What follows belongs to an exercise in optimizing a design on an open flow for small area; a production flow would make more cautious choices. The RTL was checked by simulation tests, not by an equivalence proof against the original design. No activity file was given, so power comes from the tool's default toggle rates.

$ cat design/flow/run.sh
#!/bin/bash
# synth_recipe.tcl (not shown) runs the flow's synth.tcl, then flattens the netlist and writes it again
# the make line also repeats each setting of config.mk as NAME=value (left out here)
make -C /OpenROAD-flow-scripts/flow DESIGN_CONFIG=/design/flow/config.mk WORK_HOME=/design/flow/orfs CLKGATE_MAP_FILE= SYNTH_SCRIPT=/design/flow/synth_recipe.tcl finish
$ cat design/flow/config.mk
export PLATFORM = sky130hd
export DESIGN_NAME = branch_predictor
export DESIGN_NICKNAME = branch_predictor
export VERILOG_FILES = /design/flow/design.v
export SDC_FILE = /design/flow/constraint.sdc
export NUM_CORES = 4
export LEC_CHECK = 0
export CAP_MARGIN = 20
export CORE_MARGIN = 2
export CORE_UTILIZATION = 40
export SLEW_MARGIN = 20
export SYNTH_HIERARCHICAL = 1
$ cat design/flow/constraint.sdc
create_clock -name core_clock -period 7.0 [get_ports {clk}]
set_input_delay 1.4000 -clock core_clock [delete_from_list [all_inputs] [get_ports {clk}]]
set_output_delay 1.4000 -clock core_clock [all_outputs]
set_load 0.01 [all_outputs]
$ cat design/flow/design.v
package branch_predictor_pkg;
    localparam int unsigned XLEN = 32;
endpackage
module bp_dec
#(
    parameter int unsigned N   = 16,
    parameter int unsigned IDX_W = $clog2(N)
)
(
    input  logic             en_i,
    input  logic [IDX_W-1:0] idx_i,
    output logic [N-1:0]     oh_o
);
    for (genvar g = 0; g < N; g++) begin : g_oh
        assign oh_o[g] = en_i && (idx_i == IDX_W'(g));
    end
endmodule
module bp_aor
#(
    parameter int unsigned N = 16,
    parameter int unsigned W = 32
)
(
    input  logic [N-1:0]   sel_i,
    input  logic [N*W-1:0] data_i,
    input  logic           en_i,
    output logic [W-1:0]   y_o
);
    logic [W-1:0] acc;
    always_comb begin
        acc = '0;
        for (int unsigned i = 0; i < N; i++) begin
            acc = acc | ({W{sel_i[i]}} & data_i[i*W +: W]);
        end
    end
    assign y_o = {W{en_i}} & acc;
endmodule
module bp_btb
#(
    parameter int unsigned ENTRIES = 16,
    parameter int unsigned TAG_W   = 26,
    parameter int unsigned XLEN    = 32
)
(
    input  logic                     clk,
    input  logic                     rst_n,
    input  logic [ENTRIES-1:0]       wr_i,      
    input  logic [ENTRIES-1:0]       inv_i,     
    input  logic                     wr_jmp_i,
    input  logic [TAG_W-1:0]         wr_tag_i,
    input  logic [XLEN-1:0]          wr_target_i,
    output logic [ENTRIES-1:0]       valid_o,
    output logic [ENTRIES-1:0]       jmp_o,
    output logic [ENTRIES*TAG_W-1:0] tag_o,
    output logic [ENTRIES*XLEN-1:0]  target_o
);
    logic [ENTRIES-1:0] valid_q;
    logic [ENTRIES-1:0] jmp_q;
    logic [TAG_W-1:0]   tag_q [ENTRIES];
    logic [XLEN-1:0]    tgt_q [ENTRIES];
    for (genvar g = 0; g < ENTRIES; g++) begin : g_entry
        always_ff @(posedge clk or negedge rst_n) begin
            if (!rst_n) begin
                valid_q[g] <= 1'b0;
            end else if (wr_i[g]) begin
                valid_q[g] <= 1'b1;
            end else if (inv_i[g]) begin
                valid_q[g] <= 1'b0;
            end
        end
        always_ff @(posedge clk) begin
            if (wr_i[g]) begin
                jmp_q[g] <= wr_jmp_i;
                tag_q[g] <= wr_tag_i;
                tgt_q[g] <= wr_target_i;
            end
        end
        assign tag_o[g*TAG_W +: TAG_W]  = tag_q[g];
        assign target_o[g*XLEN +: XLEN] = tgt_q[g];
    end
    assign valid_o = valid_q;
    assign jmp_o   = jmp_q;
endmodule
module branch_predictor
#(
    parameter int unsigned XLEN    = branch_predictor_pkg::XLEN,
    parameter int unsigned ENTRIES = 16,
    parameter int unsigned IDX_W   = $clog2(ENTRIES)
)
(
    input  logic            clk,
    input  logic            rst_n,
    input  logic [XLEN-1:0] if_pc,
    output logic            pred_taken,
    output logic [XLEN-1:0] pred_target,
    input  logic            ex_valid,
    input  logic [XLEN-1:0] ex_pc,
    input  logic            ex_is_branch,
    input  logic            ex_is_jump,
    input  logic            ex_taken,
    input  logic [XLEN-1:0] ex_target,
    input  logic            ex_pred_taken,
    input  logic [XLEN-1:0] ex_pred_target,
    output logic            flush,
    output logic [XLEN-1:0] redirect_pc,
    output logic [31:0]     stat_branches,
    output logic [31:0]     stat_mispred
);
    localparam int unsigned TAG_W = XLEN - IDX_W - 2;
    logic [IDX_W-1:0]         if_idx, u_idx;
    logic [ENTRIES-1:0]       rd_oh, u_oh, wr_oh, inv_oh, bht_oh;
    logic [ENTRIES-1:0]       valid_all, jmp_all, bht1_all;
    logic [ENTRIES*TAG_W-1:0] tag_all;
    logic [ENTRIES*XLEN-1:0]  tgt_all;
    logic [ENTRIES*2-1:0]     bht_all;
    logic                     rd_valid, rd_jmp, rd_bht1;
    logic [TAG_W-1:0]         rd_tag;
    logic                     hit, is_br, wr_en, inv_en, bht_we, mis;
    logic [1:0]               bht_q [ENTRIES];
    logic [1:0]               bht_cur, bht_nxt;
    logic                     flush_q;
    logic [XLEN-1:0]          redirect_q;
    logic [31:0]              branches_q, mispred_q;
    assign if_idx = if_pc[IDX_W+1:2];
    assign u_idx  = ex_pc[IDX_W+1:2];
    assign is_br  = ex_is_branch && !ex_is_jump;
    assign wr_en  = ex_valid && (ex_is_jump || (is_br && ex_taken));
    assign inv_en = ex_valid && !ex_is_branch && !ex_is_jump && ex_pred_taken;
    assign bht_we = ex_valid && is_br;
    bp_dec #(.N(ENTRIES)) u_rd_dec (.en_i(1'b1), .idx_i(if_idx), .oh_o(rd_oh));
    bp_dec #(.N(ENTRIES)) u_u_dec  (.en_i(1'b1), .idx_i(u_idx),  .oh_o(u_oh));
    assign wr_oh  = u_oh & {ENTRIES{wr_en}};
    assign inv_oh = u_oh & {ENTRIES{inv_en}};
    assign bht_oh = u_oh & {ENTRIES{bht_we}};
    bp_btb #(
        .ENTRIES (ENTRIES),
        .TAG_W   (TAG_W),
        .XLEN    (XLEN)
    ) u_btb (
        .clk         (clk),
        .rst_n       (rst_n),
        .wr_i        (wr_oh),
        .inv_i       (inv_oh),
        .wr_jmp_i    (ex_is_jump),
        .wr_tag_i    (ex_pc[XLEN-1:IDX_W+2]),
        .wr_target_i (ex_target),
        .valid_o     (valid_all),
        .jmp_o       (jmp_all),
        .tag_o       (tag_all),
        .target_o    (tgt_all)
    );
    for (genvar g = 0; g < ENTRIES; g++) begin : g_bht_all
        assign bht_all[g*2 +: 2] = bht_q[g];
        assign bht1_all[g]       = bht_q[g][1];
    end
    bp_aor #(.N(ENTRIES), .W(TAG_W + 3)) u_rd_meta (
        .sel_i  (rd_oh),
        .data_i (rd_meta_all),
        .en_i   (1'b1),
        .y_o    ({rd_valid, rd_jmp, rd_bht1, rd_tag})
    );
    logic [ENTRIES*(TAG_W+3)-1:0] rd_meta_all;
    for (genvar g = 0; g < ENTRIES; g++) begin : g_meta
        assign rd_meta_all[g*(TAG_W+3) +: TAG_W+3] =
            {valid_all[g], jmp_all[g], bht1_all[g], tag_all[g*TAG_W +: TAG_W]};
    end
    assign hit        = rd_valid && (rd_tag == if_pc[XLEN-1:IDX_W+2]);
    assign pred_taken = hit && (rd_jmp || rd_bht1);
    bp_aor #(.N(ENTRIES), .W(XLEN)) u_rd_tgt (
        .sel_i  (rd_oh),
        .data_i (tgt_all),
        .en_i   (hit),
        .y_o    (pred_target)
    );
    bp_aor #(.N(ENTRIES), .W(2)) u_u_bht (
        .sel_i  (u_oh),
        .data_i (bht_all),
        .en_i   (1'b1),
        .y_o    (bht_cur)
    );
    always_comb begin
        logic [1:0] c;
        c = bht_cur ^ 2'b01;
        if (ex_taken) begin
            bht_nxt = ((c == 2'b11) ? c : c + 2'd1) ^ 2'b01;
        end else begin
            bht_nxt = ((c == 2'b00) ? c : c - 2'd1) ^ 2'b01;
        end
    end
    assign mis = ex_valid && ((ex_taken != ex_pred_taken) ||
                              (ex_taken && (ex_target != ex_pred_target)));
    for (genvar g = 0; g < ENTRIES; g++) begin : g_bht
        always_ff @(posedge clk or negedge rst_n) begin
            if (!rst_n) begin
                bht_q[g] <= 2'b00;
            end else if (bht_oh[g]) begin
                bht_q[g] <= bht_nxt;
            end
        end
    end
    always_ff @(posedge clk or negedge rst_n) begin
        if (!rst_n) begin
            flush_q    <= 1'b0;
            redirect_q <= '0;
            branches_q <= '0;
            mispred_q  <= '0;
        end else begin
            flush_q <= mis;
            if (mis) begin
                redirect_q <= ex_taken ? ex_target : ex_pc + 32'd4;
            end
            if (ex_valid && (ex_is_branch || ex_is_jump) && (branches_q != '1)) begin
                branches_q <= branches_q + 32'd1;
            end
            if (mis && (mispred_q != '1)) begin
                mispred_q <= mispred_q + 32'd1;
            end
        end
    end
    assign flush         = flush_q;
    assign redirect_pc   = redirect_q;
    assign stat_branches = branches_q;
    assign stat_mispred  = mispred_q;
endmodule
==> flow_summary.yaml <==
outcome:
  status: "finished clean"
power:
  powerDensity_nw_per_um2: 272
  finalPower_mw: 14.2
  ir_drop_uv: 235
  leakage_nw: 18.0
setup_path:
  path_class: "primary input to primary output"
  path_max_fanout: 19
  r2r_setup_slack_ns: 4.35
  crit-reg2reg-capture: "mispred_q[1]"
  cp-start-kind: "primary input"
  timing.rr.start: "mispred_q[0]"
  crit_path_end_kind: "primary output"
  required_ns: 5.60
  crit_arrival_ns: 5.28
  r2r_cells: 7
final_layout:
  fin_area_um2: 52100
  drive_gt1_frac: 0.172
  syn_to_final_growth_pct: 22.3
  final_util: 0.494
  final_nets: 3166
hold_path:
  holdPathEnd: "u_btb.valid_q[1]"
  holdPathStages: 1
  worstHoldStart: "u_btb.valid_q[1]"
  min_path_type: "flip-flop to flip-flop"
yosys:
  synth_common_cells: "edfxtp_1, a22oi_1, nand3_1, dfrtp_1, a22o_1"
  yosysMostFrequentCell: "edfxtp_1"
  mappedNetlistArea_um2: 42600
  async_flop_share: 0.133
  synth_seq_area_share: 0.751
  synthCells: 2574
  synth.distinct_cells: 55
  yosysWarnings: 14
  synth_flop_cell: "edfxtp_1"
  ys_seq_elements: 1089
  synthTopCellsByArea: "edfxtp_1, dfrtp_1, a22oi_1, a22o_1, nand3_1"
  yosysTopAreaCellShare: 0.665
  avgSynthCellArea_um2: 16.5
  synth_top_area_cell: "edfxtp_1"
  synth_edf_count: 944
run:
  drv_cap: 0
sta:
  setup_viol: 0
  min_period_ns: 6.68
  hold_ws_ns: 0.485
  fin_setup_tns_ns: 0
  rsz0062_at_grt: "false"
  clock_skew_ns: 0.0309
  relSlewSlack: 0.226
  hold_viol: 0
  post-route-period-util: 0.954
  max_freq_mhz: 150
  drv_slew: 0
  tightest_slew_ns: 1.16
floorplanning:
  dieArea_um2: 109000
  pin_count: 265
  core_um2: 105000
  start_util: 0.404
  rows: 119
  dieWidth_um: 330
  die_height_um: 330
grt:
  grt_first_pass_wirelength_um: 178000
  gr-total-overflow: 0
  grt_pass1_vias: 26342
  grt_max_degree: 78
  grt_util_all_layers: 0.225
  antenna_found_initial: 10
clock_network:
  cts_tree: "built"
  htreeDepth: 3
  clock-sinks: 1089
  cts_made_buffers: 109
  cts_max_path_buffers: 3
  clkTransAtPathRegs_ns: 0.06
  clk_latency_ns: 0.69
  hold_buffers: 0
  clock-root-buffer: "clkbuf_16"
drt:
  first_pass_iters: 23
  vias: 25882
  drt_iter0_markers: 2530
  viasPerCell: 5.73
  routed_wirelength_um: 123000
  dr_wl_met2_um: 57500
  route.met3.wl_um: 12400
  route.detailed.drc: 0
  post_drt_wl_per_cell_um: 27.3
  ant_nets: 0
  top_layer: "met5"
  wl_met1_um: 49600
placement:
  hpwl_um: 75500
  gp_congestion: 0.863
  io_buffers: 262
  dpl-instance-area_um2: 48300
[how the worst max path moves through the flow]
stage | startpoint | end | cells past startpoint | slack (ns)
floorplan | if_pc[5] | pred_target[10] | 13 | 0.86
global placement | if_pc[4] | pred_target[6] | 17 | -0.19
detailed placement | if_pc[4] | pred_target[8] | 17 | -0.20
CTS | if_pc[4] | pred_target[16] | 18 | 0.006
global route | if_pc[4] | pred_target[16] | 19 | 0.18
finish | if_pc[4] | pred_taken | 20 | 0.32
[worst max-delay path, stage by stage]
cell            delay (ns)
dlymetal6s2s_1        0.16
nand3b_1              0.23
buf_4                 0.17
nor3_2                0.18
buf_12                0.23
buf_4                 0.27
a221oi_1              0.14
nand3_1               0.09
o21a_1                0.16
buf_12                0.13
nand4_1               0.16
or4_4                 0.47
nor4_4                0.31
buf_6                 0.15
buf_4                 0.17
bufbuf_16             0.29
buf_4                 0.12
buf_4                 0.09
o21a_1                0.17
buf_4                 0.17
[what timing repair did]
item | in CTS | in global routing
buffers inserted | 4 | 0
pin swaps | 1 | 4
gates cloned | 1 | 0
resized for setup | 44 | 13
endpoints found under the setup margin | 32 | 9
hold endpoints to repair | 0 | 0
[placed cells by master, fill, tap and decap left out, drive strengths merged, types with 4 or more instances in the layout]
cell type      Yosys  layout
nor4              21      21
xor2              76      76
nand2            102     102
a221oi           126     126
nand4             28      28
xnor2             70      70
a22oi            252     252
nor3              38      38
buf               58     196
inv               24      28
o21ai             50      50
conb               1      12
dlygate4sd2        0      30
clkdlybuf4s50      0     225
nand3            173     173
nor2              58      58
clkinv             0      53
dlymetal6s2s       0       4
a21o              16      16
mux2              53      53
a22o             126     126
clkinvlp           0       7
nand3b             4       4
clkbuf            67     125
dfrtp            145     145
o21a              65      65
nand2b             4       4
and3               6       6
edfxtp           944     944
and4               5       5
and2              36      36
bufinv             0      14
[kinds of logic (layout without fill, tap and decap cells)]
group | count (synthesis) | after routing | synth area share
flip-flops | 1089 | 1089 | 0.751
AO/OA/AOI/OAI | 641 | 641 | 0.125
AND/OR/NAND/NOR | 492 | 492 | 0.0605
buffers and inverters | 149 | 683 | 0.0177
XOR/XNOR | 146 | 146 | 0.0300
multiplexers | 53 | 53 | 0.0157
adder cells (fa/ha/maj) | 3 | 3 | 0.000881
other | 1 | 15 | 0.0000880
[state kept, by name (all words and copies together), names as in the netlist]
register	flops
branches_q	32
flush_q	1
u_btb.jmp_q	16
bht_q	32
u_btb.tgt_q	512
mispred_q	32
u_btb.valid_q	16
redirect_q	32
u_btb.tag_q	416
[power breakdown]
part / internal, mW / total [mW] / switching [mW]
clock network: 3.45 / 5.92 / 2.47
registers: 7.22 / 7.33 / 0.115
logic: 0.406 / 0.909 / 0.503
[per-layer routing]
metal  up-vias  track usage
li1      11281            -
met1     13233        0.297
met2      1149        0.358
met3       207       0.0645
met4        12       0.0719
met5         -            0
[per-stage QoR]
| stage | std cells | worst slack [ns] |
|---|---|---|
| 5_1_grt | 4512 | 0.184 |
| 3_5_place_dp | 4302 | -0.196 |
| 2_1_floorplan | 2585 | 0.857 |
| 4_1_cts | 4509 | 0.00606 |
| 6_report | 4513 | 0.324 |
| 3_3_place_gp | 4301 | -0.193 |
[layout make-up]
| class | count | area [um2] |
|---|---|---|
| Clock inverter | 78 | 777 |
| Antenna cell | 3 | 7.51 |
| Sequential cell | 1089 | 32000 |
| Multi-Input combinational cell | 1347 | 10200 |
| Timing Repair Buffer | 457 | 4410 |
| Inverter | 24 | 90.1 |
| Fill cell | 8853 | 53300 |
| Tap cell | 1391 | 1740 |
| Clock buffer | 124 | 2870 |

[separate check: timing with driven ports]
The flow's constraints put no driver on any port. The routed layout listed below was extracted and timed again, unchanged, in two steps. Step 1 assumes that a clkbuf_16 drives the clock port and a buf_2 every other input. Step 2 adds t to the input delays and takes it off the output delays; t is the mean of the earliest and latest rising clock arrival at the registers after step 1. Input paths then give back, and output paths get back, about the clock's delay inside the block. a / b / c = ideal / step 1 / step 2; a / b = the first two.
t (ns): 0.740
slack for setup (ns): 0.324 / 0.259 / 0.259
hold WS [ns]: 0.485 / 0.485 / 0.485
slew at the worst register clock pin (ns): 0.07 / 0.07
After both steps setup and hold are still met in this run. The setup slack of this run moves by -0.065 ns with the drivers and by -0.065 ns with both steps.
